Background: an optimization exercise with open tools, aiming at small area and a short achievable clock period. Do not read the settings as production practice.
In this exercise RTL edits were held to simulation tests only and were not proved equivalent to the original.
Power figures rest on the tool's default switching activity, not on a simulated workload.

[flow/config.mk]
export PLATFORM = sky130hd
export DESIGN_NAME = router_top
export DESIGN_NICKNAME = router_top
export VERILOG_FILES = /design/flow/design.v
export SDC_FILE = /design/flow/constraint.sdc
export NUM_CORES = 4
export LEC_CHECK = 0
export CAP_MARGIN = 20
export CELL_PAD_IN_SITES_DETAIL_PLACEMENT = 2
export CELL_PAD_IN_SITES_GLOBAL_PLACEMENT = 2
export CORE_MARGIN = 2
export CORE_UTILIZATION = 30
export PLACE_DENSITY = 0.5
export SLEW_MARGIN = 20
[flow/constraint.sdc]
create_clock -name core_clock -period 5.5 [get_ports {clk}]
set_input_delay 1.1000 -clock core_clock [delete_from_list [all_inputs] [get_ports {clk}]]
set_output_delay 1.1000 -clock core_clock [all_outputs]
set_load 0.01 [all_outputs]
[flow/design.v]
module route_table (
  input  logic        clk,
  input  logic        reset,
  input  logic        cfg_wr_en,
  input  logic [3:0]  cfg_node,
  input  logic [2:0]  cfg_port,
  input  logic        cfg_valid,    
  input  logic [19:0] lookup_dest,  
  output logic [14:0] lookup_port,  
  output logic [4:0]  lookup_hit
);
  localparam int NUM_PORTS = 5;
  localparam int NUM_NODES = 16;
  logic [NUM_NODES-1:0]      entry_valid;
  logic [NUM_NODES-1:0][2:0] entry_port;    
  always_ff @(posedge clk) begin
    if (reset) begin
      entry_valid <= '0;
    end else if (cfg_wr_en) begin
      entry_valid[cfg_node] <= cfg_valid;
    end
  end
  always_ff @(posedge clk) begin
    if (cfg_wr_en) begin
      entry_port[cfg_node] <= cfg_port;
    end
  end
  always_comb begin
    for (int p = 0; p < NUM_PORTS; p++) begin
      lookup_port[p*3 +: 3] = entry_port[lookup_dest[p*4 +: 4]];
      lookup_hit[p]         = entry_valid[lookup_dest[p*4 +: 4]];
    end
  end
endmodule
module vc_input_buffer (
  input  logic        clk,
  input  logic        reset,
  input  logic [28:0] in_flit,
  input  logic        in_write,
  input  logic        route_hit,
  input  logic [2:0]  route_port,
  input  logic [1:0]  dequeue,
  output logic [55:0] head_data,    
  output logic [5:0]  head_route,   
  output logic [1:0]  head_valid,
  output logic [1:0]  credit_out,
  output logic        empty
);
  localparam int NUM_VCS   = 2;
  localparam int BUF_DEPTH = 4;
  localparam int ENTRY_W   = 31;    
  localparam int VC_BIT    = 26;
  logic [BUF_DEPTH-1:0][ENTRY_W-1:0] mem0, mem1;
  logic [1:0] rd_ptr [NUM_VCS];
  logic [2:0] count  [NUM_VCS];    
  logic [1:0] wr_slot [NUM_VCS];
  logic [NUM_VCS-1:0] push;
  logic [ENTRY_W-1:0] wdata;
  assign wdata = {route_port, in_flit[28:27], in_flit[25:0]};
  always_comb begin
    for (int v = 0; v < NUM_VCS; v++) begin
      push[v]    = in_write && route_hit && (in_flit[VC_BIT] == v[0]);   
      wr_slot[v] = rd_ptr[v] + count[v][1:0];
    end
  end
  always_ff @(posedge clk) begin
    for (int k = 0; k < BUF_DEPTH; k++) begin
      if (!count[0][2] && wr_slot[0] == 2'(k)) mem0[k] <= wdata;
      if (!count[1][2] && wr_slot[1] == 2'(k)) mem1[k] <= wdata;
    end
  end
  always_ff @(posedge clk) begin
    if (reset) begin
      for (int v = 0; v < NUM_VCS; v++) begin
        rd_ptr[v] <= '0;
        count[v]  <= '0;
      end
      credit_out <= '0;
    end else begin
      for (int v = 0; v < NUM_VCS; v++) begin
        if (dequeue[v]) begin
          rd_ptr[v] <= rd_ptr[v] + 2'd1;
        end
        count[v] <= count[v] + {2'd0, push[v]} - {2'd0, dequeue[v]};
      end
      credit_out <= dequeue;   
    end
  end
  logic [ENTRY_W-1:0] head0, head1;
  assign head0 = mem0[rd_ptr[0]];
  assign head1 = mem1[rd_ptr[1]];
  assign head_data  = {head1[27:0], head0[27:0]};
  assign head_route = {head1[30:28], head0[30:28]};
  assign head_valid = {count[1] != '0, count[0] != '0};
  assign empty      = (count[0] == '0) && (count[1] == '0);
endmodule
module switch_allocator (
  input  logic        clk,
  input  logic        reset,
  input  logic [19:0] head_kind,    
  input  logic [9:0]  head_valid,   
  input  logic [29:0] head_route,   
  input  logic [9:0]  credit_ok,    
  output logic [49:0] grant_sel,    
  output logic [4:0]  grant_valid,  
  output logic [4:0]  grant_vc,     
  output logic [9:0]  dequeue       
);
  localparam int NUM_PORTS = 5;
  localparam int NUM_VCS   = 2;
  localparam int NCH       = NUM_PORTS * NUM_VCS;
  logic [NUM_PORTS-1:0][NUM_VCS-1:0] reserved;
  logic [NUM_PORTS-1:0][NCH-1:0]     elig;
  logic [NUM_PORTS-1:0][NCH-1:0]     sel;
  logic [NUM_PORTS-1:0]              any1, any0, gkind0;
  always_comb begin
    for (int o = 0; o < NUM_PORTS; o++) begin
      for (int i = 0; i < NUM_PORTS; i++) begin
        for (int v = 0; v < NUM_VCS; v++) begin
          elig[o][i*NUM_VCS+v] = head_valid[i*NUM_VCS+v] &&
                                 (head_route[(i*NUM_VCS+v)*3 +: 3] == 3'(o)) &&
                                 credit_ok[o*NUM_VCS+v] &&
                                 (!head_kind[(i*NUM_VCS+v)*2+1] || !reserved[o][v]);
        end
      end
    end
  end
  always_comb begin
    for (int o = 0; o < NUM_PORTS; o++) begin
      any1[o] = 1'b0;
      any0[o] = 1'b0;
      for (int i = NUM_PORTS - 1; i >= 0; i--) begin
        sel[o][i*NUM_VCS+1] = elig[o][i*NUM_VCS+1] && !any1[o];
        any1[o] = any1[o] || elig[o][i*NUM_VCS+1];
      end
      for (int i = NUM_PORTS - 1; i >= 0; i--) begin
        sel[o][i*NUM_VCS] = elig[o][i*NUM_VCS] && !any0[o] && !any1[o];
        any0[o] = any0[o] || elig[o][i*NUM_VCS];
      end
      grant_valid[o] = any1[o] || any0[o];
      grant_vc[o]    = any1[o];
      grant_sel[o*NCH +: NCH] = sel[o];
      gkind0[o] = 1'b0;
      for (int c = 0; c < NCH; c++) begin
        gkind0[o] = gkind0[o] || (sel[o][c] && head_kind[c*2]);
      end
    end
  end
  always_comb begin
    for (int c = 0; c < NCH; c++) begin
      dequeue[c] = 1'b0;
      for (int o = 0; o < NUM_PORTS; o++) begin
        dequeue[c] = dequeue[c] || sel[o][c];
      end
    end
  end
  always_ff @(posedge clk) begin
    if (reset) begin
      reserved <= '0;
    end else begin
      for (int o = 0; o < NUM_PORTS; o++) begin
        if (any1[o]) begin
          reserved[o][1] <= !gkind0[o];
        end else if (any0[o]) begin
          reserved[o][0] <= !gkind0[o];
        end
      end
    end
  end
endmodule
module output_credit_port (
  input  logic        clk,
  input  logic        reset,
  input  logic        grant_valid,
  input  logic        grant_vc,
  input  logic [27:0] granted_data,   
  input  logic [1:0]  out_credit_in,
  output logic [28:0] out_flit,
  output logic        out_write,
  output logic [1:0]  credit_ok
);
  localparam int NUM_VCS     = 2;
  localparam int CREDIT_INIT = 4;   
  logic [2:0] credit [NUM_VCS];
  logic [NUM_VCS-1:0] take;
  always_comb begin
    for (int v = 0; v < NUM_VCS; v++) begin
      take[v]      = grant_valid && (grant_vc == v[0]);
      credit_ok[v] = (credit[v] != '0);
    end
  end
  always_ff @(posedge clk) begin
    if (reset) begin
      out_write <= 1'b0;
      for (int v = 0; v < NUM_VCS; v++) begin
        credit[v] <= 3'(CREDIT_INIT);
      end
    end else begin
      out_write <= grant_valid;
      for (int v = 0; v < NUM_VCS; v++) begin
        credit[v] <= credit[v] - {2'd0, take[v]} + {2'd0, out_credit_in[v]};
      end
    end
  end
  always_ff @(posedge clk) begin
    out_flit <= {granted_data[27:26], grant_vc, granted_data[25:0]};
  end
endmodule
module router_top (
  input  logic         clk,
  input  logic         reset,
  input  logic         route_cfg_wr_en,
  input  logic [3:0]   route_cfg_node,
  input  logic [2:0]   route_cfg_port,
  input  logic         route_cfg_valid,
  input  logic [144:0] in_flit,
  input  logic [4:0]   in_write,
  output logic [9:0]   in_credit,
  output logic [144:0] out_flit,
  output logic [4:0]   out_write,
  input  logic [9:0]   out_credit_in,
  output logic         idle
);
  localparam int NUM_PORTS = 5;
  localparam int NUM_VCS   = 2;
  localparam int NCH       = NUM_PORTS * NUM_VCS;
  localparam int FLIT_W    = 29;
  localparam int DATA_W    = 28;   
  logic [19:0]  lookup_dest;
  logic [14:0]  lookup_port;
  logic [4:0]   lookup_hit;
  logic [279:0] head_data;
  logic [19:0]  head_kind;
  logic [9:0]   head_valid;
  logic [29:0]  head_route;
  logic [9:0]   dequeue;
  logic [9:0]   credit_ok;
  logic [49:0]  grant_sel;
  logic [4:0]   grant_valid;
  logic [4:0]   grant_vc;
  logic [4:0]   buf_empty;
  route_table u_route_table (
    .clk         (clk),
    .reset       (reset),
    .cfg_wr_en   (route_cfg_wr_en),
    .cfg_node    (route_cfg_node),
    .cfg_port    (route_cfg_port),
    .cfg_valid   (route_cfg_valid),
    .lookup_dest (lookup_dest),
    .lookup_port (lookup_port),
    .lookup_hit  (lookup_hit)
  );
  for (genvar p = 0; p < NUM_PORTS; p++) begin : g_port
    logic [DATA_W-1:0] granted_data;
    assign lookup_dest[p*4 +: 4] = in_flit[p*FLIT_W + 18 +: 4];
    vc_input_buffer u_in_buf (
      .clk        (clk),
      .reset      (reset),
      .in_flit    (in_flit[p*FLIT_W +: FLIT_W]),
      .in_write   (in_write[p]),
      .route_hit  (lookup_hit[p]),
      .route_port (lookup_port[p*3 +: 3]),
      .dequeue    (dequeue[p*NUM_VCS +: NUM_VCS]),
      .head_data  (head_data[p*NUM_VCS*DATA_W +: NUM_VCS*DATA_W]),
      .head_route (head_route[p*NUM_VCS*3 +: NUM_VCS*3]),
      .head_valid (head_valid[p*NUM_VCS +: NUM_VCS]),
      .credit_out (in_credit[p*NUM_VCS +: NUM_VCS]),
      .empty      (buf_empty[p])
    );
    for (genvar v = 0; v < NUM_VCS; v++) begin : g_kind
      assign head_kind[(p*NUM_VCS+v)*2 +: 2] = head_data[(p*NUM_VCS+v)*DATA_W + 26 +: 2];
    end
    always_comb begin
      granted_data = '0;
      for (int c = 0; c < NCH; c++) begin
        granted_data = granted_data | ({DATA_W{grant_sel[p*NCH + c]}} & head_data[c*DATA_W +: DATA_W]);
      end
    end
    output_credit_port u_out_port (
      .clk           (clk),
      .reset         (reset),
      .grant_valid   (grant_valid[p]),
      .grant_vc      (grant_vc[p]),
      .granted_data  (granted_data),
      .out_credit_in (out_credit_in[p*NUM_VCS +: NUM_VCS]),
      .out_flit      (out_flit[p*FLIT_W +: FLIT_W]),
      .out_write     (out_write[p]),
      .credit_ok     (credit_ok[p*NUM_VCS +: NUM_VCS])
    );
  end
  switch_allocator u_alloc (
    .clk         (clk),
    .reset       (reset),
    .head_kind   (head_kind),
    .head_valid  (head_valid),
    .head_route  (head_route),
    .credit_ok   (credit_ok),
    .grant_sel   (grant_sel),
    .grant_valid (grant_valid),
    .grant_vc    (grant_vc),
    .dequeue     (dequeue)
  );
  assign idle = &buf_empty;
endmodule
[flow/run.sh]
#!/bin/bash
# synth_recipe.tcl (not shown) runs the flow's synth.tcl, then flattens the netlist and writes it again
# the make line also repeats each setting of config.mk as NAME=value (left out here)
make -C /OpenROAD-flow-scripts/flow DESIGN_CONFIG=/design/flow/config.mk WORK_HOME=/design/flow/orfs CLKGATE_MAP_FILE= SYNTH_SCRIPT=/design/flow/synth_recipe.tcl finish
==> results of run 1 <==
## critical path, stage by stage (launching register included)
cell and delay (ns):
dfxtp_2 0.57, mux4_2 0.72, a2111oi_1 0.91, or3_1 0.22, nor3_2 0.05, or3_1 0.49, or2_2 0.33, ha_1 0.28
inv_1 0.04, ha_1 0.20, fa_1 0.42, xnor2_1 0.18, xnor2_1 0.14, nor2_1 0.05
## per-layer routing
layer / wire length (um) / global-route usage, % / vias up / share of wire, %
li1: - / - / 18202 / -
met1: 134000 / 36.9 / 24777 / 43
met2: 138000 / 40.7 / 2011 / 45
met3: 23300 / 5.78 / 491 / 7.5
met4: 14100 / 11.0 / 22 / 4.6
met5: 143 / 0 / - / 0.046
## final cells by class
| class | count | area, sq um |
|---|---|---|
| Inverter | 76 | 285 |
| Antenna cell | 21 | 52.6 |
| Sequential cell | 1554 | 44000 |
| Clock buffer | 251 | 5090 |
| Timing Repair Buffer | 498 | 4550 |
| Tap cell | 2975 | 3720 |
| Clock inverter | 79 | 734 |
| Multi-Input combinational cell | 2304 | 22300 |
| Fill cell | 22048 | 142000 |
## cell families after synthesis
group                      share of synthesized area (%)
xor gates and xnor gates                            1.05
muxes                                               13.9
DFF                                                 65.4
adders and majority gates                           1.60
buffers and inverters                               2.27
AOI/OAI and AO/OA                                   9.02
and+or+nand+nor                                     6.76
## placed cells by master (no fill, tap or decap), drive strengths merged, types with 16 or more instances in the layout
cell	n
a211oi	16
a21oi	49
a221oi	142
a222oi	134
a22o	31
a22oi	231
and2	17
buf	173
clkbuf	251
clkdlybuf4s50	325
clkinv	63
dfxtp	266
diode	21
edfxtp	1288
fa	20
ha	54
inv	81
mux4	406
nand2	305
nand2b	19
nand3	146
nand4	29
nor2	203
nor2b	34
nor3	72
o21ai	121
or3	38
xnor2	54
xor2	27
## power groups by stage
stage	clock [mW]	sequential, mW	combinational [mW]
final	11.8	18.3	23.6
after global routing	12.6	18.7	24.4
after CTS	12.1	18.4	23.4
after detailed placement	0	18.6	23.3
after global placement	0	18.4	23.1
after floorplan	0	18.3	11.0
## state kept, by name (all words and copies together) (netlist names)
signal                       flops
g_port.u_out_port.out_write      5
u_route_table.entry_port        48
u_route_table.entry_valid       16
g_port.u_in_buf.mem0           620
g_port.u_in_buf.rd_ptr          20
g_port.u_out_port.credit        30
u_alloc.reserved                10
g_port.u_in_buf.credit_out      10
g_port.u_in_buf.mem1           620
g_port.u_in_buf.count           30
g_port.u_out_port.out_flit     145
## worst max-delay path by stage
stage / startpoint / endpoint / depth (start not counted)
floorplan: in_flit[134] / g_port[4].u_in_buf.count[1][2] / 14
global route: g_port[3].u_in_buf.rd_ptr[0][0] / g_port[2].u_in_buf.count[0][2] / 13
finish: g_port[3].u_in_buf.rd_ptr[0][0] / g_port[2].u_in_buf.count[0][2] / 13
detailed placement: g_port[3].u_in_buf.rd_ptr[0][0] / g_port[2].u_in_buf.count[0][2] / 13
CTS: g_port[3].u_in_buf.rd_ptr[0][0] / g_port[2].u_in_buf.count[0][2] / 13
global placement: in_flit[105] / g_port[3].u_in_buf.count[1][2] / 12
## through the flow
stage	cells	instance area (sq um)	power, mW	utilization, %
final	7758	80700	53.7	36.2
after global routing	7751	80700	55.6	36.2
after CTS	7737	80700	53.9	36.2
after detailed placement	7407	74800	41.9	33.6
after global placement	7407	74800	41.5	33.6
after floorplan	4238	67300	29.2	-
==> key figures, run 1 <==
Power
  • Share of power burned in registers: between 30% and 40%
  • Clock share of power: 22.0%
  • Switching Fraction: 43.3%
  • P_leak: 26.3 nW
  • Peak supply drop: between 0.3 and 0.4 mV
  • Gate power share: around 44%
  • P per Cell Area: 666 nW/um^2
  • Net Sw Power: 23.3 mW
  • Internal power: about 30 mW

Setup path
  • Reg-to-reg slack, setup: 0.74 ns
  • R2R cell count: 13
  • Crit Path Class: register to register
  • Crit. End Element: register
  • Worst Setup Start Kind: register
  • Worst r2r dst: g_port[2].u_in_buf.count[0][2]
  • FF-to-FF Start: g_port[3].u_in_buf.rd_ptr[0][0]
  • CP Max Fanout: 11
  • Critical Path RT: ~6.2 ns
  • Worst EP arrival: 5.45 ns

Worst hold path
  • Hold Path Cell Cnt: 2
  • WHS Endpoint: g_port[0].u_out_port.credit[1][2]
  • Worst min path class: register to register
  • Hold_sp: g_port[0].u_out_port.credit[1][2]

Logic synthesis
  • Synthesized Nets: 4,483
  • Post-synth EDFFs: 1,288
  • Syn_area_per_cell: approximately 16 sq um
  • Count leader, synth: edfxtp_1
  • Synth cell types: 78
  • Post-Synthesis Cells: 4,238
  • Register area share after synthesis: ~65%
  • Ranking of synthesized cells by area: edfxtp_1 57%, mux4_2 14%, dfxtp_1 7.9%, a22oi_1 2.6%, a222oi_1 2.0%
  • Synthesized area: 67,300 sq um
  • Synth Register Bits: 1,554
  • Cell taking the most area after synthesis: edfxtp_1
  • Area share of the largest cell type after synthesis: 57.5%
  • Most used flip-flop cell after synthesis: edfxtp_1
  • Commonest cells post-synth: 1,288 x edfxtp_1, 406 x mux4_2, 305 x nand2_1
  • Synth async-reset ratio: 0%
  • Synth Warn #: 9

Clock tree
  • Post-CTS Hold Fix Bufs: 0
  • Root Buffer Master: clkbuf_16
  • H-tree Lvls: 4
  • Clock net sink count: 1,554
  • Total CTS buffers: 179
  • Clock-pin transition on the worst setup and hold timing paths: about 0.06 ns
  • Post-CTS Setup Bufs: 0
  • Number of gates resized after CTS: 0
  • CTS max path bufs: 3
  • Clock latency on the worst-skew pair: 0.85 ns
  • CTS tree: done

Floorplanning
  • Row count: 173
  • Initial Utilization: 30.2%
  • # IOs: 332
  • Core box area: 223,000 sq um
  • Die Area: 228,000 sq um
  • Die W: between 400 and 500 um
  • Die height: 478 um

Timing
  • Tmin final: 4.76 ns
  • Worst-margin pin slew: between 1 and 1.5 ns
  • Final period utilization: 86.5%
  • Slew HR: 25.1%
  • Unrepaired setup endpoints after global routing: false
  • Hold WS: roughly 0.53 ns
  • Fin worst setup slack: between 0.7 and 0.8 ns
  • Clk_skew: between 0.03 and 0.04 ns
  • Finish-stage setup viols: 0
  • Setup_tns: 0 ns
  • F_max: 210 MHz
  • Pins Over Slew Limit: 0
  • Hold Vio Cnt, Final: 0

Detailed routing
  • Initial DRC Count: between 6,000 and 7,000
  • Routed Antenna Nets: 0
  • Pre-antenna DRT Iters: 10
  • Vias per Instance: 5.87
  • Via count: ~46,000
  • Routed WL: about 310 mm
  • DRC violation count after routing: 0
  • Wire per inst: ~40 um

Layout
  • NumNets Final: ~4,900
  • Fraction of layout cells with a size suffix above 1: 20.3%
  • Synth-to-layout area growth: 19.9%

Placed design
  • Post-DP HPWL: 214 mm
  • Port bufs: 331
  • Place WS: 0.628 ns
  • Final Wtd Congestion: 0.896

Global routing
  • Vias in the first global route: 47,595
  • Initial antenna violation count: 43
  • First-pass GRT wire length: 419 mm
  • Pin count of the biggest net entering global routing: 107
  • Total track usage: 26.7%
  • Grt total ovfl: 0

Outcome
  • Outcome: complete, no violations

Flow run
  • Max-Cap Viols: 0
==> run 2, diff against run 1 <==
--- a/flow/design.v
+++ b/flow/design.v
@@ -50,49 +50,67 @@
   localparam int BUF_DEPTH = 4;
   localparam int ENTRY_W   = 31;    
   localparam int VC_BIT    = 26;
-  logic [BUF_DEPTH-1:0][ENTRY_W-1:0] mem0, mem1;
-  logic [1:0] rd_ptr [NUM_VCS];
-  logic [2:0] count  [NUM_VCS];    
-  logic [1:0] wr_slot [NUM_VCS];
-  logic [NUM_VCS-1:0] push;
-  logic [ENTRY_W-1:0] wdata;
+  logic [BUF_DEPTH-1:0][ENTRY_W-1:0] mem [NUM_VCS];
+  logic [BUF_DEPTH-1:0] rd   [NUM_VCS];    
+  logic [BUF_DEPTH-1:0] fill [NUM_VCS];    
+  logic [NUM_VCS-1:0]   miss;              
+  logic [BUF_DEPTH-1:0] held [NUM_VCS];    
+  logic [BUF_DEPTH-1:0] wr   [NUM_VCS];    
+  logic [NUM_VCS-1:0]   arrive;
+  logic [ENTRY_W-1:0]   wdata;
+  logic [ENTRY_W-1:0]   head [NUM_VCS];
   assign wdata = {route_port, in_flit[28:27], in_flit[25:0]};
   always_comb begin
     for (int v = 0; v < NUM_VCS; v++) begin
-      push[v]    = in_write && route_hit && (in_flit[VC_BIT] == v[0]);   
-      wr_slot[v] = rd_ptr[v] + count[v][1:0];
+      held[v]   = miss[v] ? {1'b0, fill[v][3:1]} : fill[v];
+      arrive[v] = in_write && (in_flit[VC_BIT] == v[0]) && !held[v][3];
+      for (int k = 0; k < BUF_DEPTH; k++) begin
+        wr[v][k] = (!held[v][0] && rd[v][k]) ||
+                   (held[v][0] && !held[v][1] && rd[v][(k+3)%4]) ||
+                   (held[v][1] && !held[v][2] && rd[v][(k+2)%4]) ||
+                   (held[v][2] && !held[v][3] && rd[v][(k+1)%4]);
+      end
     end
   end
   always_ff @(posedge clk) begin
-    for (int k = 0; k < BUF_DEPTH; k++) begin
-      if (!count[0][2] && wr_slot[0] == 2'(k)) mem0[k] <= wdata;
-      if (!count[1][2] && wr_slot[1] == 2'(k)) mem1[k] <= wdata;
+    for (int v = 0; v < NUM_VCS; v++) begin
+      for (int k = 0; k < BUF_DEPTH; k++) begin
+        if (wr[v][k]) mem[v][k] <= wdata;
+      end
     end
   end
   always_ff @(posedge clk) begin
     if (reset) begin
       for (int v = 0; v < NUM_VCS; v++) begin
-        rd_ptr[v] <= '0;
-        count[v]  <= '0;
+        rd[v]   <= 4'b0001;
+        fill[v] <= '0;
       end
+      miss       <= '0;
       credit_out <= '0;
     end else begin
       for (int v = 0; v < NUM_VCS; v++) begin
         if (dequeue[v]) begin
-          rd_ptr[v] <= rd_ptr[v] + 2'd1;
+          rd[v] <= {rd[v][2:0], rd[v][3]};
         end
-        count[v] <= count[v] + {2'd0, push[v]} - {2'd0, dequeue[v]};
+        fill[v] <= dequeue[v] ? (arrive[v] ? held[v] : {1'b0, held[v][3:1]})
+                              : (arrive[v] ? {held[v][2:0], 1'b1} : held[v]);
+        miss[v] <= arrive[v] && !route_hit;   
       end
       credit_out <= dequeue;   
     end
   end
-  logic [ENTRY_W-1:0] head0, head1;
-  assign head0 = mem0[rd_ptr[0]];
-  assign head1 = mem1[rd_ptr[1]];
-  assign head_data  = {head1[27:0], head0[27:0]};
-  assign head_route = {head1[30:28], head0[30:28]};
-  assign head_valid = {count[1] != '0, count[0] != '0};
-  assign empty      = (count[0] == '0) && (count[1] == '0);
+  always_comb begin
+    for (int v = 0; v < NUM_VCS; v++) begin
+      head[v] = '0;
+      for (int k = 0; k < BUF_DEPTH; k++) begin
+        head[v] = head[v] | ({ENTRY_W{rd[v][k]}} & mem[v][k]);
+      end
+    end
+  end
+  assign head_data  = {head[1][27:0], head[0][27:0]};
+  assign head_route = {head[1][30:28], head[0][30:28]};
+  assign head_valid = {held[1][0], held[0][0]};
+  assign empty      = !held[0][0] && !held[1][0];
 endmodule
 module switch_allocator (
   input  logic        clk,
@@ -181,24 +199,28 @@
 );
   localparam int NUM_VCS     = 2;
   localparam int CREDIT_INIT = 4;   
-  logic [2:0] credit [NUM_VCS];
+  logic [3:0] credit [NUM_VCS];   
   logic [NUM_VCS-1:0] take;
   always_comb begin
     for (int v = 0; v < NUM_VCS; v++) begin
       take[v]      = grant_valid && (grant_vc == v[0]);
-      credit_ok[v] = (credit[v] != '0);
+      credit_ok[v] = credit[v][0];
     end
   end
   always_ff @(posedge clk) begin
     if (reset) begin
       out_write <= 1'b0;
       for (int v = 0; v < NUM_VCS; v++) begin
-        credit[v] <= 3'(CREDIT_INIT);
+        credit[v] <= 4'b1111;   
       end
     end else begin
       out_write <= grant_valid;
       for (int v = 0; v < NUM_VCS; v++) begin
-        credit[v] <= credit[v] - {2'd0, take[v]} + {2'd0, out_credit_in[v]};
+        if (out_credit_in[v] && !take[v]) begin
+          credit[v] <= {credit[v][2:0], 1'b1};
+        end else if (take[v] && !out_credit_in[v]) begin
+          credit[v] <= {1'b0, credit[v][3:1]};
+        end
       end
     end
   end
--- a/flow/config.mk
+++ b/flow/config.mk
@@ -9,6 +9,7 @@
 export CELL_PAD_IN_SITES_DETAIL_PLACEMENT = 2
 export CELL_PAD_IN_SITES_GLOBAL_PLACEMENT = 2
 export CORE_MARGIN = 2
-export CORE_UTILIZATION = 30
-export PLACE_DENSITY = 0.5
+export CORE_UTILIZATION = 50
+export PLACE_DENSITY = 0.6
+export SETUP_SLACK_MARGIN = 2.5
 export SLEW_MARGIN = 20
==> run 2 against run 1 <==
The run now fails in clock tree synthesis. Synthesized cell count rose by 27%. Area after synthesis rose by 4.0%.
==> key figures, run 2 <==
Placed design
  • Port bufs: 331 (unchanged)
  • Placed cells: 7,381 (-0.35%)
  • Final Wtd Congestion: 1.04 (+16%)
  • Post-DP HPWL: 252 mm (+18%)

Logic synthesis
  • Synth async-reset ratio: 0% (unchanged)
  • Area share of the largest cell type after synthesis: 55.3% (-2.2 points)
  • Synthesized area: 70,000 sq um (+4.0%)
  • Synthesized Nets: 5,577 (+24%)
  • Synth Warn #: 12 (+3)
  • Syn_area_per_cell: 13.0 sq um (-18%)
  • Ranking of synthesized cells by area: edfxtp_1 55%, dfxtp_1 9.0%, a22oi_1 7.3%, mux4_2 3.2%, nand2_1 3.0%
  • Register area share after synthesis: 64.3% (-1.1 points)
  • Most used flip-flop cell after synthesis: edfxtp_1
  • Cell taking the most area after synthesis: edfxtp_1
  • Count leader, synth: edfxtp_1
  • Synth cell types: 95 (+22%)
  • Synth Register Bits: 1,604 (+3.2%)
  • Commonest cells post-synth: 1,288 x edfxtp_1, 679 x a22oi_1, 558 x nand2_1
  • Post-synth EDFFs: 1,288 (unchanged)
  • Post-Synthesis Cells: 5,382 (+27%)

Outcome
  • Tool error: [ERROR DPL-0033] detailed placement checks failed during check placement.
  • Outcome: stopped before the end
  • Stage reached: clock tree synthesis

Clock tree
  • Number of gates resized after CTS: 1,255 (+1,255)
  • H-tree Lvls: 4 (unchanged)
  • Clock net sink count: 1,604 (+3.2%)
  • CTS max path bufs: 3 (unchanged)
  • Post-CTS Hold Fix Bufs: 0 (unchanged)
  • Total CTS buffers: 170 (-5.0%)
  • Post-CTS Setup Bufs: 335 (+335)
  • Root Buffer Master: clkbuf_16

Floorplanning
  • Die W: 378 um (-21%)
  • Die height: 378 um (-21%)
  • Row count: 137 (-21%)
  • Initial Utilization: 50.3% (+20 points)
  • # IOs: 332 (unchanged)
-- run 2: logic make-up after synthesis --
group / share of synthesized area, %
AOI/OAI and AO/OA: 19.3
DFF: 64.3
and+or+nand+nor: 8.65
buffers and inverters: 2.85
muxes: 4.38
adders and majority gates: 0.429
xor gates and xnor gates: 0.0751
-- run 2: worst max path at each step --
stage / to / cells after the start
after global placement: g_port[4].u_out_port.out_flit[28] / 10
after floorplan: g_port[0].u_in_buf.fill[0][0] / 10
after detailed placement: u_alloc.reserved[6] / 11
-- run 2: power groups by stage --
stage	sequential, mW	clock, mW	combinational, mW
3_5_place_dp	19.8	0	16.5
3_3_place_gp	19.0	0	15.5
2_1_floorplan	18.6	0	8.32
-- run 2: per-stage QoR --
stage                     area (sq um)  worst slack [ns]  utilization [%]
after floorplan                  70000              2.55                -
after global placement           75500              1.12             54.3
after detailed placement         75500             0.948             54.3
==> run 3, diff against run 2 <==
--- a/flow/design.v
+++ b/flow/design.v
@@ -44,7 +44,8 @@
   output logic [5:0]  head_route,   
   output logic [1:0]  head_valid,
   output logic [1:0]  credit_out,
-  output logic        empty
+  output logic        empty,
+  output logic        empty_next    
 );
   localparam int NUM_VCS   = 2;
   localparam int BUF_DEPTH = 4;
@@ -53,22 +54,19 @@
   logic [BUF_DEPTH-1:0][ENTRY_W-1:0] mem [NUM_VCS];
   logic [BUF_DEPTH-1:0] rd   [NUM_VCS];    
   logic [BUF_DEPTH-1:0] fill [NUM_VCS];    
-  logic [NUM_VCS-1:0]   miss;              
-  logic [BUF_DEPTH-1:0] held [NUM_VCS];    
   logic [BUF_DEPTH-1:0] wr   [NUM_VCS];    
-  logic [NUM_VCS-1:0]   arrive;
+  logic [NUM_VCS-1:0]   push;
   logic [ENTRY_W-1:0]   wdata;
   logic [ENTRY_W-1:0]   head [NUM_VCS];
   assign wdata = {route_port, in_flit[28:27], in_flit[25:0]};
   always_comb begin
     for (int v = 0; v < NUM_VCS; v++) begin
-      held[v]   = miss[v] ? {1'b0, fill[v][3:1]} : fill[v];
-      arrive[v] = in_write && (in_flit[VC_BIT] == v[0]) && !held[v][3];
+      push[v] = in_write && route_hit && (in_flit[VC_BIT] == v[0]);   
       for (int k = 0; k < BUF_DEPTH; k++) begin
-        wr[v][k] = (!held[v][0] && rd[v][k]) ||
-                   (held[v][0] && !held[v][1] && rd[v][(k+3)%4]) ||
-                   (held[v][1] && !held[v][2] && rd[v][(k+2)%4]) ||
-                   (held[v][2] && !held[v][3] && rd[v][(k+1)%4]);
+        wr[v][k] = (!fill[v][0] && rd[v][k]) ||
+                   (fill[v][0] && !fill[v][1] && rd[v][(k+3)%4]) ||
+                   (fill[v][1] && !fill[v][2] && rd[v][(k+2)%4]) ||
+                   (fill[v][2] && !fill[v][3] && rd[v][(k+1)%4]);
       end
     end
   end
@@ -85,16 +83,14 @@
         rd[v]   <= 4'b0001;
         fill[v] <= '0;
       end
-      miss       <= '0;
       credit_out <= '0;
     end else begin
       for (int v = 0; v < NUM_VCS; v++) begin
         if (dequeue[v]) begin
           rd[v] <= {rd[v][2:0], rd[v][3]};
         end
-        fill[v] <= dequeue[v] ? (arrive[v] ? held[v] : {1'b0, held[v][3:1]})
-                              : (arrive[v] ? {held[v][2:0], 1'b1} : held[v]);
-        miss[v] <= arrive[v] && !route_hit;   
+        fill[v] <= dequeue[v] ? (push[v] ? fill[v] : {1'b0, fill[v][3:1]})
+                              : (push[v] ? {fill[v][2:0], 1'b1} : fill[v]);
       end
       credit_out <= dequeue;   
     end
@@ -109,8 +105,10 @@
   end
   assign head_data  = {head[1][27:0], head[0][27:0]};
   assign head_route = {head[1][30:28], head[0][30:28]};
-  assign head_valid = {held[1][0], held[0][0]};
-  assign empty      = !held[0][0] && !held[1][0];
+  assign head_valid = {fill[1][0], fill[0][0]};
+  assign empty      = !fill[0][0] && !fill[1][0];
+  assign empty_next = !push[0] && !push[1] && !fill[0][1] && !fill[1][1] &&
+                      (!fill[0][0] || dequeue[0]) && (!fill[1][0] || dequeue[1]);
 endmodule
 module switch_allocator (
   input  logic        clk,
@@ -261,6 +259,8 @@
   logic [4:0]   grant_valid;
   logic [4:0]   grant_vc;
   logic [4:0]   buf_empty;
+  logic [4:0]   buf_empty_next;
+  logic         idle_q;
   route_table u_route_table (
     .clk         (clk),
     .reset       (reset),
@@ -287,7 +287,8 @@
       .head_route (head_route[p*NUM_VCS*3 +: NUM_VCS*3]),
       .head_valid (head_valid[p*NUM_VCS +: NUM_VCS]),
       .credit_out (in_credit[p*NUM_VCS +: NUM_VCS]),
-      .empty      (buf_empty[p])
+      .empty      (buf_empty[p]),
+      .empty_next (buf_empty_next[p])
     );
     for (genvar v = 0; v < NUM_VCS; v++) begin : g_kind
       assign head_kind[(p*NUM_VCS+v)*2 +: 2] = head_data[(p*NUM_VCS+v)*DATA_W + 26 +: 2];
@@ -322,5 +323,12 @@
     .grant_vc    (grant_vc),
     .dequeue     (dequeue)
   );
-  assign idle = &buf_empty;
+  always_ff @(posedge clk) begin
+    if (reset) begin
+      idle_q <= 1'b1;
+    end else begin
+      idle_q <= &buf_empty_next;
+    end
+  end
+  assign idle = idle_q;
 endmodule
==> flow/config.mk (replaced) <==
export PLATFORM = sky130hd
export DESIGN_NAME = router_top
export DESIGN_NICKNAME = router_top
export VERILOG_FILES = /design/flow/design.v
export SDC_FILE = /design/flow/constraint.sdc
export NUM_CORES = 4
export LEC_CHECK = 0
export CAP_MARGIN = 20
export CELL_PAD_IN_SITES_DETAIL_PLACEMENT = 1
export CELL_PAD_IN_SITES_GLOBAL_PLACEMENT = 1
export CORE_MARGIN = 2
export CORE_UTILIZATION = 40
export PLACE_DENSITY = 0.55
export SETUP_SLACK_MARGIN = 2.5
export SLEW_MARGIN = 20
==> run 3 against run 2 <==
Now fails the layout checks on max-slew violations. Synthesized cell count rose by 0.52%. Area after synthesis decreased by 1.4%.
==> key figures, run 3 <==
Outcome
  • Outcome: complete, but fails checks
  • SO Viols: max-slew violations

Logic synthesis
  • Syn_area_per_cell: 12.8 sq um (-1.9%)
  • Ranking of synthesized cells by area: edfxtp_1 56%, dfxtp_1 8.9%, a221oi_1 2.9%, mux4_2 2.9%, a22o_1 2.8%
  • Register area share after synthesis: 64.9% (+0.63 points)
  • Area share of the largest cell type after synthesis: 56.0% (+0.77 points)
  • Synthesized area: 69,000 sq um (-1.4%)
  • Synthesized Nets: 5,605 (+0.50%)
  • Synth Warn #: 11 (-1)
  • Post-synth EDFFs: 1,288 (unchanged)
  • Post-Synthesis Cells: 5,410 (+0.52%)
  • Synth async-reset ratio: 0% (unchanged)
  • Synth Register Bits: 1,595 (-0.56%)
  • Synth cell types: 86 (-9.5%)
  • Commonest cells post-synth: 1,288 x edfxtp_1, 477 x nand2_1, 379 x nor2_1
  • Cell taking the most area after synthesis: edfxtp_1
  • Count leader, synth: edfxtp_1
  • Most used flip-flop cell after synthesis: edfxtp_1

Timing
  • Pins Over Slew Limit: 12
  • Finish-stage setup viols: 0
  • Hold WS: approximately 0.47 ns
  • Fin worst setup slack: 2.01 ns
  • Setup_tns: 0 ns
  • Clk_skew: ~0.033 ns
  • Final period utilization: 63.5%
  • F_max: 286 MHz
  • Unrepaired setup endpoints after global routing: true
  • Hold Vio Cnt, Final: 0
  • Tmin final: 3.49 ns
  • Worst-margin pin slew: 1.68 ns
  • Slew HR: -12.2%

Floorplanning
  • Initial Utilization: 40.2% (-10 points)
  • Die W: 419 um (+11%)
  • Core box area: 172,000 sq um
  • Die Area: 176,000 sq um
  • Row count: 152 (+11%)
  • Die height: 419 um (+11%)
  • # IOs: 332 (unchanged)

Detailed routing
  • Top layer in use: met5
  • Pre-antenna DRT Iters: 6
  • Routed Antenna Nets: 0
  • Met3 wire length: 43.8 mm
  • DRC violation count after routing: 0
  • Wl on met1: 138 mm
  • Met2 Wirelength: 154 mm
  • Vias per Instance: between 6 and 7
  • Via count: 60,361
  • Initial DRC Count: between 8,000 and 9,000
  • Routed WL: 366 mm
  • Wire per inst: approximately 41 um

Clock tree
  • Clock net sink count: 1,595 (-0.56%)
  • Total CTS buffers: 175 (+2.9%)
  • Clock latency on the worst-skew pair: roughly 0.86 ns
  • CTS tree: done
  • CTS max path bufs: 3 (unchanged)
  • H-tree Lvls: 4 (unchanged)
  • Root Buffer Master: clkbuf_16
  • Clock-pin transition on the worst setup and hold timing paths: 0.06 ns

Placed design
  • Place WS: 0.573 ns (-0.375 ns)
  • Port bufs: 331 (unchanged)
  • Post-DP HPWL: 234 mm (-7.1%)
  • DP Area: 77,100 sq um (+2.1%)
  • Final Wtd Congestion: 1.04 (+0.54%)

Layout
  • Largest regs: g_port.u_in_buf.mem x1240, g_port.u_out_port.out_flit x145, u_route_table.entry_port x48
  • NumNets Final: 6,584
  • Max reg flops: ~1,200
  • Commonest non-fill, non-tap cell in the layout: edfxtp_1
  • Commonest cells after routing, fill and taps aside: 1,288 x edfxtp_1, 564 x buf_4, 411 x nand2_1
  • Most flop-heavy register: g_port.u_in_buf.mem
  • Synth-to-layout area growth: 39.0%
  • Post-route cell area: 96,000 sq um
  • Fraction of layout cells with a size suffix above 1: between 30% and 40%

Setup path
  • Worst r2r dst: idle_q
  • CP Capture Point: idle_q
  • R2R cell count: 9
  • Reg-to-reg slack, setup: about 2 ns
  • FF-to-FF Start: u_alloc.reserved[6]
  • Crit. End Element: register
  • Crit Path Class: register to register
  • CP Max Fanout: 4
  • Crit path from: u_alloc.reserved[6]
  • Worst EP arrival: 4.28 ns
  • Worst Setup Start Kind: register
  • Critical Path RT: between 6 and 7 ns

Power
  • P_leak: 32.8 nW
  • Total power: 56.2 mW
  • P per Cell Area: 586 nW/um^2
  • Peak supply drop: around 0.35 mV

Global routing
  • Pin count of the biggest net entering global routing: 60
  • Initial antenna violation count: 33
  • Vias in the first global route: 57,445
  • Grt total ovfl: 0
  • Total track usage: 39.9%
  • First-pass GRT wire length: roughly 480 mm

Flow run
  • Max-Cap Viols: 0

Worst hold path
  • Worst min path class: register to register
run 3: cell count changes after synthesis, moves of 69 or more:
cell,change
and2_1,-69
o221ai_1,+76
a22o_1,+93
nand3_1,-71
nor3_1,+71
a21oi_1,+105
a22oi_1,-447
o22ai_1,+142
a221oi_1,+116
nor2_1,+160
nand2_1,-81
clkbuf_1,+77
run 3: metrics by stage:
step,util [%],instances
6_report,55.9,8869
5_1_grt,55.9,8860
4_1_cts,52.8,8639
3_5_place_dp,45.0,7984
3_3_place_gp,44.9,7981
2_1_floorplan,-,5410
run 3: cells by family after synthesis:
logic type                 Yosys count  share of synthesized area (%)
buffers and inverters              503                           2.86
AOI/OAI and AO/OA                 1834                           19.3
adders and majority gates           24                          0.435
and+or+nand+nor                   1301                           8.59
muxes                              142                           3.71
DFF                               1595                           64.9
xor gates and xnor gates            11                          0.140
run 3: what timing repair did:
item,in CTS,in global routing
buffers inserted,293,180
setup endpoints to repair,389,276
pin swaps,307,294
resized for setup,1005,619
hold buffers,0,0
gates cloned,34,13
endpoints found under the hold margin,0,0
run 3: layout make-up:
| cell class | count | area (sq um) |
|---|---|---|
| Tap cell | 2310 | 2890 |
| Clock buffer | 244 | 4930 |
| Timing Repair Buffer | 1220 | 13000 |
| Sequential cell | 1595 | 45000 |
| Antenna cell | 19 | 47.5 |
| Multi-Input combinational cell | 3313 | 28900 |
| Inverter | 84 | 358 |
| Fill cell | 16483 | 75600 |
| Clock inverter | 84 | 812 |
run 3: worst min path at each step:
stage                                      startpoint                           endpoint  slack [ns]  cells after the start
global placement    g_port[1].u_out_port.credit[0][3]  g_port[1].u_out_port.credit[0][3]        0.45                      2
global route        g_port[0].u_out_port.credit[1][2]  g_port[0].u_out_port.credit[1][3]        0.50                      2
detailed placement  g_port[2].u_out_port.credit[1][3]  g_port[2].u_out_port.credit[1][3]        0.46                      2
floorplan           g_port[4].u_out_port.credit[0][3]  g_port[4].u_out_port.credit[0][3]        0.44                      2
CTS                 g_port[2].u_out_port.credit[1][3]  g_port[2].u_out_port.credit[1][3]        0.48                      2
finish              g_port[0].u_out_port.credit[0][2]  g_port[0].u_out_port.credit[0][3]        0.47                      2
run 3: power by group:
group | switching (mW) | internal, mW | total (mW) | leakage, nW
Combinational | 17.7 | 8.27 | 26.0 | 15.4
Clock | 5.07 | 6.81 | 11.9 | 2.81
Sequential | 1.46 | 16.9 | 18.4 | 14.7
Total | 24.2 | 32.0 | 56.2 | 32.8
run 3: worst max-delay path: stages, from the launching register on:
cell	delay (ns)
dfxtp_1	0.39
inv_1	0.38
a21oi_2	0.56
nor4b_4	0.13
or4_4	0.62
o311a_4	0.45
and3_4	0.20
a222oi_1	0.37
buf_4	0.20
a31o_1	0.13
run 3: routing by layer:
metal	up-vias	track usage, %
met4	18	24.2
met2	4052	58.4
met3	1226	13.3
li1	23841	-
met5	-	0
met1	31224	51.1
==> run 4, diff against run 3 <==
--- a/flow/design.v
+++ b/flow/design.v
@@ -11,24 +11,19 @@
 );
   localparam int NUM_PORTS = 5;
   localparam int NUM_NODES = 16;
-  logic [NUM_NODES-1:0]      entry_valid;
-  logic [NUM_NODES-1:0][2:0] entry_port;    
+  localparam logic [2:0] NO_ROUTE = 3'd7;
+  logic [NUM_NODES-1:0][2:0] entry_port;
   always_ff @(posedge clk) begin
     if (reset) begin
-      entry_valid <= '0;
+      entry_port <= {NUM_NODES{NO_ROUTE}};
     end else if (cfg_wr_en) begin
-      entry_valid[cfg_node] <= cfg_valid;
-    end
-  end
-  always_ff @(posedge clk) begin
-    if (cfg_wr_en) begin
-      entry_port[cfg_node] <= cfg_port;
+      entry_port[cfg_node] <= cfg_valid ? cfg_port : NO_ROUTE;
     end
   end
   always_comb begin
     for (int p = 0; p < NUM_PORTS; p++) begin
       lookup_port[p*3 +: 3] = entry_port[lookup_dest[p*4 +: 4]];
-      lookup_hit[p]         = entry_valid[lookup_dest[p*4 +: 4]];
+      lookup_hit[p]         = (lookup_port[p*3 +: 3] != NO_ROUTE);
     end
   end
 endmodule
@@ -40,13 +35,12 @@
   input  logic        route_hit,
   input  logic [2:0]  route_port,
   input  logic [1:0]  dequeue,
-  output logic [55:0] head_data,    
-  output logic [5:0]  head_route,   
-  output logic [1:0]  head_valid,
-  output logic [1:0]  credit_out,
-  output logic        empty,
+  output logic [9:0]  head_req,     
+  output logic [3:0]  head_kind,    
+  output logic [51:0] head_data,    
   output logic        empty_next    
 );
+  localparam int NUM_PORTS = 5;
   localparam int NUM_VCS   = 2;
   localparam int BUF_DEPTH = 4;
   localparam int ENTRY_W   = 31;    
@@ -55,11 +49,19 @@
   logic [BUF_DEPTH-1:0] rd   [NUM_VCS];    
   logic [BUF_DEPTH-1:0] fill [NUM_VCS];    
   logic [BUF_DEPTH-1:0] wr   [NUM_VCS];    
+  logic [NUM_PORTS-1:0] req  [NUM_VCS];    
+  logic [1:0]           kind [NUM_VCS];    
   logic [NUM_VCS-1:0]   push;
   logic [ENTRY_W-1:0]   wdata;
+  logic [NUM_PORTS-1:0] in_req;            
   logic [ENTRY_W-1:0]   head [NUM_VCS];
+  logic [4:0]           next [NUM_VCS];    
+  logic [NUM_PORTS-1:0] next_req [NUM_VCS];
   assign wdata = {route_port, in_flit[28:27], in_flit[25:0]};
   always_comb begin
+    for (int o = 0; o < NUM_PORTS; o++) begin
+      in_req[o] = (route_port == 3'(o));
+    end
     for (int v = 0; v < NUM_VCS; v++) begin
       push[v] = in_write && route_hit && (in_flit[VC_BIT] == v[0]);   
       for (int k = 0; k < BUF_DEPTH; k++) begin
@@ -68,6 +70,15 @@
                    (fill[v][1] && !fill[v][2] && rd[v][(k+2)%4]) ||
                    (fill[v][2] && !fill[v][3] && rd[v][(k+1)%4]);
       end
+      head[v] = '0;
+      next[v] = '0;
+      for (int k = 0; k < BUF_DEPTH; k++) begin
+        head[v] = head[v] | ({ENTRY_W{rd[v][k]}} & mem[v][k]);
+        next[v] = next[v] | ({5{rd[v][(k+3)%4]}} & mem[v][k][30:26]);
+      end
+      for (int o = 0; o < NUM_PORTS; o++) begin
+        next_req[v][o] = (next[v][4:2] == 3'(o));
+      end
     end
   end
   always_ff @(posedge clk) begin
@@ -82,8 +93,8 @@
       for (int v = 0; v < NUM_VCS; v++) begin
         rd[v]   <= 4'b0001;
         fill[v] <= '0;
+        req[v]  <= '0;
       end
-      credit_out <= '0;
     end else begin
       for (int v = 0; v < NUM_VCS; v++) begin
         if (dequeue[v]) begin
@@ -91,31 +102,34 @@
         end
         fill[v] <= dequeue[v] ? (push[v] ? fill[v] : {1'b0, fill[v][3:1]})
                               : (push[v] ? {fill[v][2:0], 1'b1} : fill[v]);
+        if (dequeue[v] ? fill[v][1] : fill[v][0]) begin
+          req[v] <= dequeue[v] ? next_req[v] : req[v];
+        end else begin
+          req[v] <= push[v] ? in_req : '0;
+        end
       end
-      credit_out <= dequeue;   
     end
   end
-  always_comb begin
+  always_ff @(posedge clk) begin
     for (int v = 0; v < NUM_VCS; v++) begin
-      head[v] = '0;
-      for (int k = 0; k < BUF_DEPTH; k++) begin
-        head[v] = head[v] | ({ENTRY_W{rd[v][k]}} & mem[v][k]);
+      if (dequeue[v] ? fill[v][1] : fill[v][0]) begin
+        kind[v] <= dequeue[v] ? next[v][1:0] : kind[v];
+      end else begin
+        kind[v] <= in_flit[28:27];
       end
     end
   end
-  assign head_data  = {head[1][27:0], head[0][27:0]};
-  assign head_route = {head[1][30:28], head[0][30:28]};
-  assign head_valid = {fill[1][0], fill[0][0]};
-  assign empty      = !fill[0][0] && !fill[1][0];
+  assign head_req   = {req[1], req[0]};
+  assign head_kind  = {kind[1], kind[0]};
+  assign head_data  = {head[1][25:0], head[0][25:0]};
   assign empty_next = !push[0] && !push[1] && !fill[0][1] && !fill[1][1] &&
                       (!fill[0][0] || dequeue[0]) && (!fill[1][0] || dequeue[1]);
 endmodule
 module switch_allocator (
   input  logic        clk,
   input  logic        reset,
+  input  logic [49:0] head_req,     
   input  logic [19:0] head_kind,    
-  input  logic [9:0]  head_valid,   
-  input  logic [29:0] head_route,   
   input  logic [9:0]  credit_ok,    
   output logic [49:0] grant_sel,    
   output logic [4:0]  grant_valid,  
@@ -133,8 +147,7 @@
     for (int o = 0; o < NUM_PORTS; o++) begin
       for (int i = 0; i < NUM_PORTS; i++) begin
         for (int v = 0; v < NUM_VCS; v++) begin
-          elig[o][i*NUM_VCS+v] = head_valid[i*NUM_VCS+v] &&
-                                 (head_route[(i*NUM_VCS+v)*3 +: 3] == 3'(o)) &&
+          elig[o][i*NUM_VCS+v] = head_req[(i*NUM_VCS+v)*NUM_PORTS + o] &&
                                  credit_ok[o*NUM_VCS+v] &&
                                  (!head_kind[(i*NUM_VCS+v)*2+1] || !reserved[o][v]);
         end
@@ -249,16 +262,15 @@
   logic [19:0]  lookup_dest;
   logic [14:0]  lookup_port;
   logic [4:0]   lookup_hit;
-  logic [279:0] head_data;
+  logic [259:0] head_data;
   logic [19:0]  head_kind;
-  logic [9:0]   head_valid;
-  logic [29:0]  head_route;
+  logic [49:0]  head_req;
   logic [9:0]   dequeue;
   logic [9:0]   credit_ok;
   logic [49:0]  grant_sel;
   logic [4:0]   grant_valid;
   logic [4:0]   grant_vc;
-  logic [4:0]   buf_empty;
+  logic [9:0]   sent_q;
   logic [4:0]   buf_empty_next;
   logic         idle_q;
   route_table u_route_table (
@@ -283,20 +295,16 @@
       .route_hit  (lookup_hit[p]),
       .route_port (lookup_port[p*3 +: 3]),
       .dequeue    (dequeue[p*NUM_VCS +: NUM_VCS]),
-      .head_data  (head_data[p*NUM_VCS*DATA_W +: NUM_VCS*DATA_W]),
-      .head_route (head_route[p*NUM_VCS*3 +: NUM_VCS*3]),
-      .head_valid (head_valid[p*NUM_VCS +: NUM_VCS]),
-      .credit_out (in_credit[p*NUM_VCS +: NUM_VCS]),
-      .empty      (buf_empty[p]),
+      .head_req   (head_req[p*NUM_VCS*NUM_PORTS +: NUM_VCS*NUM_PORTS]),
+      .head_kind  (head_kind[p*NUM_VCS*2 +: NUM_VCS*2]),
+      .head_data  (head_data[p*NUM_VCS*26 +: NUM_VCS*26]),
       .empty_next (buf_empty_next[p])
     );
-    for (genvar v = 0; v < NUM_VCS; v++) begin : g_kind
-      assign head_kind[(p*NUM_VCS+v)*2 +: 2] = head_data[(p*NUM_VCS+v)*DATA_W + 26 +: 2];
-    end
     always_comb begin
       granted_data = '0;
       for (int c = 0; c < NCH; c++) begin
-        granted_data = granted_data | ({DATA_W{grant_sel[p*NCH + c]}} & head_data[c*DATA_W +: DATA_W]);
+        granted_data = granted_data | ({DATA_W{grant_sel[p*NCH + c]}} &
+                                       {head_kind[c*2 +: 2], head_data[c*26 +: 26]});
       end
     end
     output_credit_port u_out_port (
@@ -314,9 +322,8 @@
   switch_allocator u_alloc (
     .clk         (clk),
     .reset       (reset),
+    .head_req    (head_req),
     .head_kind   (head_kind),
-    .head_valid  (head_valid),
-    .head_route  (head_route),
     .credit_ok   (credit_ok),
     .grant_sel   (grant_sel),
     .grant_valid (grant_valid),
@@ -326,9 +333,12 @@
   always_ff @(posedge clk) begin
     if (reset) begin
       idle_q <= 1'b1;
+      sent_q <= '0;
     end else begin
       idle_q <= &buf_empty_next;
+      sent_q <= dequeue;   
     end
   end
-  assign idle = idle_q;
+  assign idle      = idle_q;
+  assign in_credit = sent_q;
 endmodule
==> flow/flow/run.sh (new file) <==
#!/bin/bash
# The standard layout, with plain buffers on the ports in place of the delay
# cells that buffer_ports picks by default. Everything else is the standard flow's flow.
set -euo pipefail
export BUFFER_PORTS_ARGS="-buffer_cell sky130_fd_sc_hd__buf_2"
bash standard.sh > flow_make.log 2>&1
==> flow/standard.sh (new file) <==
#!/bin/bash
# synth_recipe.tcl (not shown) runs the flow's synth.tcl, then flattens the netlist and writes it again
# the make line also repeats each setting of config.mk as NAME=value (left out here)
make -C /OpenROAD-flow-scripts/flow DESIGN_CONFIG=/design/flow/config.mk WORK_HOME=/design/flow/orfs CLKGATE_MAP_FILE= SYNTH_SCRIPT=/design/flow/synth_recipe.tcl "${@:-finish}"
--- a/flow/config.mk
+++ b/flow/config.mk
@@ -11,5 +11,5 @@
 export CORE_MARGIN = 2
 export CORE_UTILIZATION = 40
 export PLACE_DENSITY = 0.55
-export SETUP_SLACK_MARGIN = 2.5
-export SLEW_MARGIN = 20
+export SETUP_SLACK_MARGIN = 3.0
+export SLEW_MARGIN = 35
removed: flow/run.sh
==> run 4 against run 3 <==
Cell count is 0.68% lower. Setup slack better by 0.10 ns. Critical path type unchanged. Highest routed layer unchanged. First-iteration DRC count is 6.1% lower. The run now finishes clean. Combinational power is about 10% higher. Area after synthesis is 0.56% higher. Fmax is 3.0% higher.
==> key figures, run 4 <==
Logic synthesis
  • Count leader, synth: edfxtp_1
  • Synthesized Nets: 5,702 (+1.7%)
  • Register area share after synthesis: 65.7% (+0.79 points)
  • Cell taking the most area after synthesis: edfxtp_1
  • Synth Register Bits: 1,649 (+3.4%)
  • Area share of the largest cell type after synthesis: 54.5% (-1.5 points)
  • Synthesized area: 69,400 sq um (+0.56%)
  • Post-Synthesis Cells: 5,507 (+1.8%)
  • Commonest cells post-synth: 1,260 x edfxtp_1, 827 x nand2_1, 513 x a22oi_1
  • Post-synth EDFFs: 1,260 (-2.2%)
  • Most used flip-flop cell after synthesis: edfxtp_1
  • Synth Warn #: 15 (+4)
  • Synth async-reset ratio: 0% (unchanged)
  • Syn_area_per_cell: 12.6 sq um (-1.2%)
  • Ranking of synthesized cells by area: edfxtp_1 55%, dfxtp_1 11%, a22oi_1 5.5%, nand2_1 4.5%, a221oi_1 4.0%
  • Synth cell types: 91 (+5.8%)

Timing
  • Setup_tns: 0 ns (unchanged)
  • Hold WS: 0.476 ns (+0.00922 ns)
  • Finish-stage setup viols: 0 (unchanged)
  • Final period utilization: 61.6% (-1.9 points)
  • Worst-margin pin slew: 1.12 ns (-0.558 ns)
  • Clk_skew: 0.0600 ns (+0.0270 ns)
  • Tmin final: 3.39 ns (-0.102 ns)
  • Unrepaired setup endpoints after global routing: true
  • Pins Over Slew Limit: 0 (-12)
  • Fin worst setup slack: 2.11 ns (+0.102 ns)
  • Hold Vio Cnt, Final: 0 (unchanged)
  • Slew HR: 24.7% (+37 points)
  • F_max: 295 MHz (+3.0%)

Floorplanning
  • Die height: 421 um (+0.28%)
  • Core box area: 172,000 sq um (+0.22%)
  • # IOs: 332 (unchanged)
  • Die Area: 177,000 sq um (+0.56%)
  • Die W: 421 um (+0.28%)
  • Row count: 152 (unchanged)
  • Initial Utilization: 40.4% (+0.14 points)

Global routing
  • Vias in the first global route: 56,390 (-1.8%)
  • First-pass GRT wire length: 456 mm (-5.2%)
  • Initial antenna violation count: 66 (+100%)
  • Total track usage: 37.3% (-2.6 points)
  • Grt total ovfl: 0 (unchanged)
  • Pin count of the biggest net entering global routing: 113 (+88%)

Layout
  • Fraction of layout cells with a size suffix above 1: 35.5% (+2.3 points)
  • Largest regs: g_port.u_in_buf.mem x1240, g_port.u_out_port.out_flit x145, g_port.u_in_buf.req x50
  • Most flop-heavy register: g_port.u_in_buf.mem
  • Layout Cells excl Fill: 8,809 (-0.68%)
  • Commonest non-fill, non-tap cell in the layout: edfxtp_1
  • NumNets Final: 6,529 (-0.84%)
  • Commonest cells after routing, fill and taps aside: 1,260 x edfxtp_1, 685 x nand2_1, 484 x a22oi_1
  • Synth-to-layout area growth: 34.3%
  • Core Util, Final: 54.2% (-1.7 points)
  • Max reg flops: 1,240 (unchanged)

Setup path
  • Worst EP arrival: 3.91 ns (-0.37 ns)
  • Crit. End Element: register
  • Cell mode on critical path: buf_12
  • Worst Setup Start Kind: register
  • Critical path buffer and inverter count: 6 (+4)
  • Crit Path Class: register to register
  • Crit-path leading delay family: compound AO/OA/AOI/OAI gates
  • CP Max Fanout: 6 (+2)
  • CP max stage cell: edfxtp_1
  • Crit path cell chain: buf_4 > buf_6 > a21bo_4 > nand4_1 > o22ai_4 > and3_4 > buf_6 > buf_12 > buf_12 > buf_12 > a22o_1 > a221oi_2 > o211ai_1
  • Critical Path RT: 6.02 ns (-0.27 ns)
  • CP peak stage delay: 0.51 ns (-0.11 ns)

Detailed routing
  • DRC violation count after routing: 0 (unchanged)
  • Routed Antenna Nets: 0 (unchanged)
  • Routed WL: 348 mm (-5.1%)
  • Via count: 58,725 (-2.7%)
  • Vias per Instance: 6.67 (-2.0%)
  • Initial DRC Count: 8,397 (-6.1%)
  • Pre-antenna DRT Iters: 10 (+4)
  • Wire per inst: 39.5 um (-4.4%)

Power
  • Peak supply drop: 0.448 mV (+29%)
  • Switching Fraction: 43.6% (+0.53 points)
  • P_leak: 33.4 nW (+1.8%)
  • Net Sw Power: 25.8 mW (+6.7%)
  • Gate power share: 48.4% (+2.2 points)
  • Internal power: 33.4 mW (+4.4%)
  • Share of power burned in registers: 32.2% (-0.5 points)
  • Clock share of power: 19.5% (-1.6 points)
  • P per Cell Area: 636 nW/um^2 (+8.5%)

Placed design
  • Place WS: 0.929 ns (+0.357 ns)
  • Post-DP HPWL: 205 mm (-13%)
  • Placed cells: 7,932 (-0.65%)
  • Port bufs: 331 (unchanged)
  • Final Wtd Congestion: 0.965 (-7.5%)

Clock tree
  • H-tree Lvls: 4 (unchanged)
  • Total CTS buffers: 177 (+1.1%)
  • CTS max path bufs: 3 (unchanged)
  • Root Buffer Master: clkbuf_16
  • Clock net sink count: 1,649 (+3.4%)
  • Clock-pin transition on the worst setup and hold timing paths: 0.07 ns (about the same)
  • CTS tree: done
  • Post-CTS Hold Fix Bufs: 0 (unchanged)
  • Clock latency on the worst-skew pair: 0.86 ns (about the same)

Flow run
  • Max-Cap Viols: 0 (unchanged)

Worst hold path
  • Worst min path class: register to register

Outcome
  • Outcome: complete, no violations
## run 4: cell types whose count changed in the layout (fill, tap and decap cells not counted), moves of 98 or more
cell | before | now
a221oi_2 | 55 | 153
clkdlybuf4s50_1 | 311 | 0
buf_4 | 564 | 349
nor2_1 | 302 | 171
buf_2 | 11 | 321
a22oi_1 | 176 | 484
nand2_1 | 411 | 685
## run 4: tightest hold or removal path, stage by stage, from the launching register on
cell	delay, ns
dfxtp_1	0.32
a21oi_1	0.06
o21ai_1	0.06
## run 4: what timing repair did
item,4_1_cts,5_1_grt
pin swaps,259,288
gates cloned,38,11
gates resized for setup,1024,680
endpoints found under the hold margin,0,0
endpoints found under the setup margin,756,604
buffers inserted,301,179
## run 4: kinds of logic (layout without fill, tap and decap cells)
logic type               count (synthesis)  count (layout)  share of synthesized area, %
adder cells (fa/ha/maj)                 24              24                         0.433
flip-flops                            1649            1649                          65.7
AO/OA/AOI/OAI                         1803            1803                          19.6
multiplexers                            88              88                          2.37
buffers and inverters                  506            1477                          2.80
AND/OR/NAND/NOR                       1425            1429                          8.96
XOR/XNOR                                12              12                         0.151
other                                    0              17                             0
## run 4: metrics by stage
step,power (mW),instance area [sq um]
floorplan,27.9,70500
global placement,37.3,75000
detailed placement,37.7,75200
CTS,54.3,88500
global route,60.4,93200
finish,59.2,93200
## run 4: power by group through the flow
stage | registers (mW) | logic, mW | clock network, mW
floorplan | 18.4 | 9.48 | 0
global placement | 19.0 | 18.3 | 0
detailed placement | 19.2 | 18.6 | 0
CTS | 18.9 | 23.6 | 11.7
global route | 19.3 | 28.9 | 12.2
finish | 19.1 | 28.6 | 11.5
## run 4: layer usage
layer	wire [um]	part of all wire (%)	GRT usage [%]
met1	130000	38	47.4
met2	145000	42	52.6
met4	30500	8.8	26.9
met5	563	0.16	0.306
met3	40600	12	13.0
## run 4: worst paths after layout
kind	start	depth (start not counted)	slack (ns)	endpoint
hold / removal	g_port[4].u_out_port.credit[1][3]	2	0.48	g_port[4].u_out_port.credit[1][3]
hold reg to reg	g_port[4].u_out_port.credit[1][3]	2	0.48	g_port[4].u_out_port.credit[1][3]
setup / recovery	g_port[2].u_in_buf.kind[1][1]	13	2.11	g_port[0].u_out_port.out_flit[23]
setup reg to reg	g_port[2].u_in_buf.kind[1][1]	13	2.11	g_port[0].u_out_port.out_flit[23]
## run 4: cell type report
class | count | area [sq um]
Fill cell | 16821 | 78700
Timing Repair Buffer | 1053 | 10400
Antenna cell | 17 | 42.5
Multi-Input combinational cell | 3356 | 28100
Clock buffer | 257 | 4930
Sequential cell | 1649 | 45800
Tap cell | 2310 | 2890
Clock inverter | 70 | 639
Inverter | 97 | 450

==> static timing again, ports no longer ideal <==
The flow's constraints put no driver on any port. The routed layouts listed below were extracted and timed again, unchanged, in two steps. Step 1, drivers: a clkbuf_16 drives clk and a buf_2 each remaining input, both assumed. Step 2, shift: input delay + t, output delay - t, t = (earliest + latest rising clock arrival at the registers) / 2. This alone moves slack from input paths to output paths. Slacks: no drivers / after step 1 / after step 2; pairs: no drivers / after step 1.
run	t, ns	setup slack, ns	hold WS [ns]	worst register clock-pin slew, ns
run 1	0.927	0.744 / 0.744 / 0.590	0.529 / 0.529 / 0.529	0.07 / 0.07
run 3	0.945	2.008 / 2.008 / 1.396	0.467 / 0.467 / 0.467	0.07 / 0.07
run 4	0.918	2.111 / 2.111 / 1.517	0.476 / 0.465 / 0.476	0.07 / 0.07
For run 3, which loses most, drivers alone change the setup slack by 0.000 ns; drivers and shift together by -0.612 ns.
